What follows belongs to an exercise in optimizing a design on an open flow for small area, a short achievable clock period and few clock cycles per item; a production flow would make more cautious choices.
Function was checked by simulation only, so behaviour that the tests miss may differ from the original.
Power is estimated from default activity; no workload was simulated.

==> flow/design.v <==
package deq_pkg;
  localparam int unsigned DEPTH  = 32;
  localparam int unsigned AW     = $clog2(DEPTH);
  localparam int unsigned CW     = $clog2(DEPTH + 1);
  localparam int unsigned CMD_W  = 3;
  localparam int unsigned DATA_W = 32;
  localparam int unsigned ST_W   = 2;
  typedef enum logic [CMD_W-1:0] {
    CMD_PUSH_FRONT = 3'd0,
    CMD_PUSH_REAR  = 3'd1,
    CMD_POP_FRONT  = 3'd2,
    CMD_POP_REAR   = 3'd3,
    CMD_QUERY      = 3'd4,
    CMD_DUMP       = 3'd5
  } cmd_t;
  typedef enum logic [ST_W-1:0] {
    ST_OK    = 2'd0,
    ST_UNDER = 2'd1,
    ST_OVER  = 2'd2
  } status_t;
  function automatic logic [AW-1:0] ring_pos(input logic [AW-1:0] base,
                                             input logic [CW-1:0] off);
    logic [CW:0] sum;
    logic [CW:0] lim;
    lim = DEPTH;
    sum = {{(CW+1-AW){1'b0}}, base} + {1'b0, off};
    if (sum >= lim) begin
      sum = sum - lim;
    end
    ring_pos = sum[AW-1:0];
  endfunction
endpackage
module deq_ram #(
  parameter int unsigned WIDTH = 32,
  parameter int unsigned DEPTH = 32
) (
  input  logic                     clk,
  input  logic                     we,
  input  logic [$clog2(DEPTH)-1:0] waddr,
  input  logic [WIDTH-1:0]         wdata,
  input  logic                     re,
  input  logic [$clog2(DEPTH)-1:0] raddr,
  output logic [WIDTH-1:0]         rdata
);
  logic [WIDTH-1:0] mem [DEPTH];
  always_ff @(posedge clk) begin
    if (we) begin
      mem[waddr] <= wdata;
    end
    if (re) begin
      rdata <= mem[raddr];
    end
  end
endmodule
module double_ended_queue_top (
  input  logic                              clk,
  input  logic                              rst_n,
  input  logic                              in_valid,
  output logic                              in_ready,
  input  logic [deq_pkg::CMD_W-1:0]         in_command,
  input  logic signed [deq_pkg::DATA_W-1:0] in_value,
  output logic                              out_valid,
  input  logic                              out_ready,
  output logic signed [deq_pkg::DATA_W-1:0] out_data,
  output logic [deq_pkg::ST_W-1:0]          out_status,
  output logic                              out_empty_res,
  output logic                              out_last
);
  localparam int unsigned DEPTH = deq_pkg::DEPTH;
  localparam int unsigned AW    = deq_pkg::AW;
  localparam int unsigned CW    = deq_pkg::CW;
  localparam int unsigned DW    = deq_pkg::DATA_W;
  logic [DW-1:0] mem [DEPTH];
  logic [AW-1:0] front;        
  logic [AW-1:0] rear;         
  logic [CW-1:0] cnt;
  logic [AW-1:0] front_m1;     
  logic [AW-1:0] rear_p1;      
  logic          rdy;
  logic          y_v;
  logic [AW-1:0] rp;
  logic [DEPTH-1:0] rsel;      
  logic [1:0]    y_s;
  logic          y_e;
  logic          y_l;
  logic          dnl;          
  logic          out_v;
  logic [DW-1:0] out_d;
  logic [1:0]    out_s;
  logic          out_e;
  logic          out_l;
  logic          sk_v;
  logic [DW-1:0] sk_d;
  logic [1:0]    sk_s;
  logic          sk_e;
  logic          sk_l;
  logic          x;
  logic          full;
  logic          empty;
  logic          cnt_one;
  logic          cnt_ge2;
  logic          c_pushf, c_pushr, c_popf, c_popr, c_dump, c_push, c_pop;
  logic [DEPTH-1:0] wf_ok;
  logic [DEPTH-1:0] wr_ok;
  logic [DEPTH-1:0] we_w;
  logic          out_free;
  logic          y_mv;
  logic [AW-1:0] rp_inc;
  logic          nxt_last;
  logic [DW-1:0] res_d;
  logic          sk_v_n;
  logic          dnl_n;
  logic [1:0]    x_s;
  logic [DEPTH-1:0] front_oh;
  logic [DEPTH-1:0] rear_oh;
  logic          x_e;
  assign full    = cnt[CW-1];
  assign empty   = (cnt == '0);
  assign cnt_one = (cnt == CW'(1));
  assign cnt_ge2 = |cnt[CW-1:1];
  assign c_pushf = (in_command == 3'd0);
  assign c_pushr = (in_command == 3'd1);
  assign c_popf  = (in_command == 3'd2);
  assign c_popr  = (in_command == 3'd3);
  assign c_dump  = (in_command == 3'd5);
  assign c_push  = c_pushf || c_pushr;
  assign c_pop   = c_popf || c_popr;
  assign x  = in_valid && rdy;
  assign out_free = !out_v || out_ready;
  assign y_mv     = !sk_v;
  assign rp_inc   = rp + 1'b1;
  assign nxt_last = (rp_inc == rear);
  assign in_ready = rdy;
  always_comb begin
    x_s = deq_pkg::ST_OK;
    x_e = empty;
    if (c_push) begin
      x_e = 1'b0;
      if (full) x_s = deq_pkg::ST_OVER;
    end
    if (c_pop) begin
      if (empty) x_s = deq_pkg::ST_UNDER;
      else       x_e = cnt_one;
    end
    if (c_dump && !empty) x_e = 1'b0;
  end
  always_comb begin
    res_d = sk_d & {DW{sk_v}};
    for (int i = 0; i < DEPTH; i++) begin
      res_d = res_d | (mem[i] & {DW{rsel[i] && !sk_v}});
    end
  end
  always_comb begin
    for (int i = 0; i < DEPTH; i++) begin
      front_oh[i] = (front == AW'(i));
      rear_oh[i]  = (rear == AW'(i));
    end
  end
  always_comb begin
    for (int i = 0; i < DEPTH; i++) begin
      wf_ok[i] = rdy && !full && (front_m1 == AW'(i));
      wr_ok[i] = rdy && !full && (rear_p1 == AW'(i));
      we_w[i]  = in_command[0] ? wr_ok[i] : wf_ok[i];
    end
  end
  always_ff @(posedge clk) begin
    for (int i = 0; i < DEPTH; i++) begin
      if (we_w[i]) mem[i] <= in_value;
    end
  end
  always_comb begin
    sk_v_n = !out_free && (sk_v || y_v);
    dnl_n = dnl;
    if (y_mv) begin
      if (dnl)    dnl_n = !nxt_last;
      else if (x) dnl_n = c_dump && cnt_ge2;
      else        dnl_n = 1'b0;
    end
  end
  always_ff @(posedge clk) begin
    if (!rst_n) begin
      front    <= '0;
      rear     <= '1;
      front_m1 <= '1;
      rear_p1  <= '0;
      cnt   <= '0;
      rdy   <= 1'b1;
      y_v   <= 1'b0;
      dnl   <= 1'b0;
      out_v <= 1'b0;
      sk_v  <= 1'b0;
    end else begin
      if (x) begin
        if (c_pushf && !full) begin
          front    <= front_m1;
          front_m1 <= front_m1 - 1'b1;
        end
        if (c_popf && !empty) begin
          front    <= front + 1'b1;
          front_m1 <= front;
        end
        if (c_pushr && !full) begin
          rear    <= rear_p1;
          rear_p1 <= rear_p1 + 1'b1;
        end
        if (c_popr && !empty) begin
          rear    <= rear - 1'b1;
          rear_p1 <= rear;
        end
        if (c_push && !full)   cnt   <= cnt + 1'b1;
        if (c_pop && !empty)   cnt   <= cnt - 1'b1;
      end
      rdy  <= !sk_v_n && !dnl_n;
      dnl  <= dnl_n;
      sk_v <= sk_v_n;
      if (y_mv) y_v <= dnl || x;
      if (out_free) out_v <= sk_v || y_v;
    end
  end
  always_ff @(posedge clk) begin
    if (y_mv) begin
      if (dnl) begin
        rp   <= rp_inc;
        rsel <= {rsel[DEPTH-2:0], rsel[DEPTH-1]};
        y_s  <= deq_pkg::ST_OK;
        y_e  <= 1'b0;
        y_l  <= nxt_last;
      end else begin
        rp   <= c_popr ? rear : front;
        rsel <= (x && (c_pop || c_dump) && !empty) ? (c_popr ? rear_oh : front_oh) : '0;
        y_s  <= x_s;
        y_e  <= x_e;
        y_l  <= !(c_dump && cnt_ge2);
      end
    end
    if (out_free) begin
      out_d <= res_d;
      out_s <= sk_v ? sk_s : y_s;
      out_e <= sk_v ? sk_e : y_e;
      out_l <= sk_v ? sk_l : y_l;
    end
    if (!sk_v) begin
      sk_d <= res_d;
      sk_s <= y_s;
      sk_e <= y_e;
      sk_l <= y_l;
    end
  end
  assign out_valid     = out_v;
  assign out_data      = out_d;
  assign out_status    = out_s;
  assign out_empty_res = out_e;
  assign out_last      = out_l;
endmodule
clock: 5.0 ns
lec_check: 0
cap_margin: 0
core_margin: 2
core_utilization: 70
cts_cluster_diameter: 100
cts_cluster_size: 30
setup_slack_margin: 2.75
slew_margin: 0
run.sh (not shown) runs the stock make flow with config.mk's settings and CLKGATE_MAP_FILE= SYNTH_SCRIPT=/design/flow/synth_recipe.tcl, a recipe that flattens the netlist after the stock synthesis.
The starting point finished with timing, DRC and antenna clean.
Testbench counts at the start, summed over its fixed seeds: cycles 5,691, items 4,800.
Change:
- SETUP_SLACK_MARGIN: 2.75 -> 2.8
Global-route usage rises by 0.56 points.
Setup slack loses 4.0 ps.
Non-clock buffer count rises by 57.
Clock-buffer cell count rises by 1.
Core utilization rises by 1.6 points.
Final area rises by 2.0%.
Fmax hardly moves.
Cell count rises by 1.7%.
Change:
- CAP_MARGIN: 0 -> 20
- CORE_UTILIZATION: 70 -> 72
- SETUP_SLACK_MARGIN: 2.8 -> 2.75
- SLEW_MARGIN: 0 -> 20
Effect:
- cell count went down slightly
- maximum frequency is lower by a few percent
- non-clock buffer count came out lower by 49
- via count goes down slightly
- register-to-register slack hardly moves
- global-route usage is higher by 0.97 points
- combinational power fell by a few percent
- power went down slightly
- sequential share of layout area rose by 1.3 points
- routed wire length decreases by a few percent
- utilization came out higher by 0.52 points
Change:
- CAP_MARGIN: 20 -> 0
- CORE_UTILIZATION: 72 -> 70
- SETUP_SLACK_MARGIN: 2.75 -> 2.7
- SLEW_MARGIN: 20 -> 0
The changed run completed with no timing, DRC or antenna violations.
Design area goes down slightly.
Area after synthesis is unchanged.
Worst hold slack is about the same.
Total power barely changes.
Final cell count goes down slightly.
Register-to-register slack is worse by 30 ps.
Die area goes up by a few percent.
First-iteration DRC count goes down by a few percent.


RTL: the design.v shown in full above, as it stands there.
==> flow/config.mk <==
export PLATFORM = sky130hd
export DESIGN_NAME = double_ended_queue_top
export DESIGN_NICKNAME = double_ended_queue_top
export VERILOG_FILES = /design/flow/design.v
export SDC_FILE = /design/flow/constraint.sdc
export NUM_CORES = 4
export LEC_CHECK = 0
export CAP_MARGIN = 20
export CORE_MARGIN = 2
export CORE_UTILIZATION = 70
export CTS_CLUSTER_DIAMETER = 80
export CTS_CLUSTER_SIZE = 25
export SETUP_SLACK_MARGIN = 2.75
export SLEW_MARGIN = 20
==> flow/constraint.sdc <==
create_clock -name core_clock -period 5.0 [get_ports {clk}]
set_input_delay 1.0000 -clock core_clock [delete_from_list [all_inputs] [get_ports {clk}]]
set_output_delay 1.0000 -clock core_clock [all_outputs]
set_load 0.01 [all_outputs]
Testbench counts at the start, summed over its fixed seeds: cycles 5,691, items 4,800.
Rerun with:
- CTS_CLUSTER_DIAMETER: 80 -> 100
- CTS_CLUSTER_SIZE: 25 -> 30
- SETUP_SLACK_MARGIN: 2.75 -> 2.7
Cell count shrinks by 0.77%.
Design area shrinks by 0.91%.
First-iteration DRC count shrinks by about 5.5%.
Non-clock buffer count shrinks by 11.
Routed wire length shrinks by about 0.8%.
Clock-buffer cell count shrinks by 13.


Another version of the RTL of double_ended_queue_top (not shown whole).
Size: ~2400 cells after synthesis, roughly 1200 flip-flops, about 43000 um^2 of cells after synthesis.
==> flow/config.mk <==
export PLATFORM = sky130hd
export DESIGN_NAME = double_ended_queue_top
export DESIGN_NICKNAME = double_ended_queue_top
export VERILOG_FILES = /design/flow/design.v
export SDC_FILE = /design/flow/constraint.sdc
export NUM_CORES = 4
export LEC_CHECK = 0
export CAP_MARGIN = 20
export CORE_MARGIN = 2
export CORE_UTILIZATION = 70
export CTS_CLUSTER_DIAMETER = 100
export CTS_CLUSTER_SIZE = 30
export SETUP_SLACK_MARGIN = 2.8
export SLEW_MARGIN = 20
==> flow/constraint.sdc <==
create_clock -name core_clock -period 5.0 [get_ports {clk}]
set_input_delay 1.0000 -clock core_clock [delete_from_list [all_inputs] [get_ports {clk}]]
set_output_delay 1.0000 -clock core_clock [all_outputs]
set_load 0.01 [all_outputs]
Testbench counts at the start, summed over its fixed seeds: cycles 5,691, items 4,800.
Rerun with:
--- a/flow/config.mk
+++ b/flow/config.mk
@@ -6,9 +6,9 @@
 export NUM_CORES = 4
 export LEC_CHECK = 0
-export CAP_MARGIN = 20
+export CAP_MARGIN = 0
 export CORE_MARGIN = 2
 export CORE_UTILIZATION = 70
 export CTS_CLUSTER_DIAMETER = 100
 export CTS_CLUSTER_SIZE = 30
-export SETUP_SLACK_MARGIN = 2.8
-export SLEW_MARGIN = 20
+export SETUP_SLACK_MARGIN = 2.7
+export SLEW_MARGIN = 0
What happened:
- hold slack improved by 0.0092 ns
- power decreases by 0.78%
- cell count decreases by 1.8%
- first-iteration DRC count goes down by 12%
- fmax went up by 0.96%
- routed wire length came out lower by 8.8%
- clock power drops by about 2%
- global-route usage went down by 0.97 points
- sequential power is about the same
- synthesized area does not change
Rerun with:
--- a/flow/config.mk
+++ b/flow/config.mk
@@ -6,5 +6,5 @@
 export NUM_CORES = 4
 export LEC_CHECK = 0
-export CAP_MARGIN = 0
+export CAP_MARGIN = 20
 export CORE_MARGIN = 2
 export CORE_UTILIZATION = 70
@@ -12,3 +12,3 @@
 export CTS_CLUSTER_SIZE = 30
 export SETUP_SLACK_MARGIN = 2.7
-export SLEW_MARGIN = 0
+export SLEW_MARGIN = 20
=>
- The new run went through all stages and came out clean
- count of clock-buffer cells in the layout does not change
- sequential share of layout area went up by 0.10 points
- critical path depth stays the same
- die area is unchanged
- design area stays flat
- synthesized area stays the same
- worst setup slack loses 0.020 ns
- total power hardly moves
- combinational power went down slightly
- synthesized cell count stays the same

[afterwards: timing with drivers on the ports]
The flow's constraints put no driver on any port. The routed layouts listed below were extracted and timed again, unchanged, in two steps. Step 1, drivers: a clkbuf_16 drives clk and a buf_2 each remaining input, both assumed. Step 2 times the ports against the registers' clock, not the clock port: input delays grow and output delays shrink by t, the midpoint of the rising clock arrivals with the driver on. Three values: ideal, step 1, step 2; two values: the first two.
| run | shift t [ns] | setup slack, ns | worst setup path at the end | latest minus earliest clock arrival (ns) | cell pins on the clock port's net |
|---|---|---|---|---|---|
| the first run of note 1 | 0.711 | 2.724 / 2.719 / 2.061 | input to register | 0.027 / 0.028 | 1 |
| the second run of note 1 | 0.694 | 2.720 / 2.720 / 2.103 | input to register | 0.044 / 0.044 | 1 |
| the third run of note 1 | 0.699 | 2.659 / 2.608 / 2.006 | input to register | 0.042 / 0.041 | 1 |
| the fourth run of note 1 | 0.698 | 2.676 / 2.653 / 2.022 | input to register | 0.044 / 0.043 | 1 |
| the first run of note 2 | 0.724 | 2.642 / 2.642 / 2.026 | input to register | 0.026 / 0.025 | 1 |
| the second run of note 2 | 0.702 | 2.678 / 2.660 / 2.028 | input to register | 0.027 / 0.027 | 1 |
| the first run of note 3 | 0.709 | 2.627 / 2.627 / 2.034 | input to register | 0.032 / 0.032 | 1 |
| the second run of note 3 | 0.710 | 2.650 / 2.650 / 1.988 | input to register | 0.035 / 0.035 | 1 |
| the third run of note 3 | 0.712 | 2.630 / 2.630 / 1.993 | input to register | 0.034 / 0.035 | 1 |
After both steps every run listed still meets setup and hold. The setup slack of the first run of note 1, which loses most, moves by -0.005 ns with the drivers and by -0.663 ns with both steps.
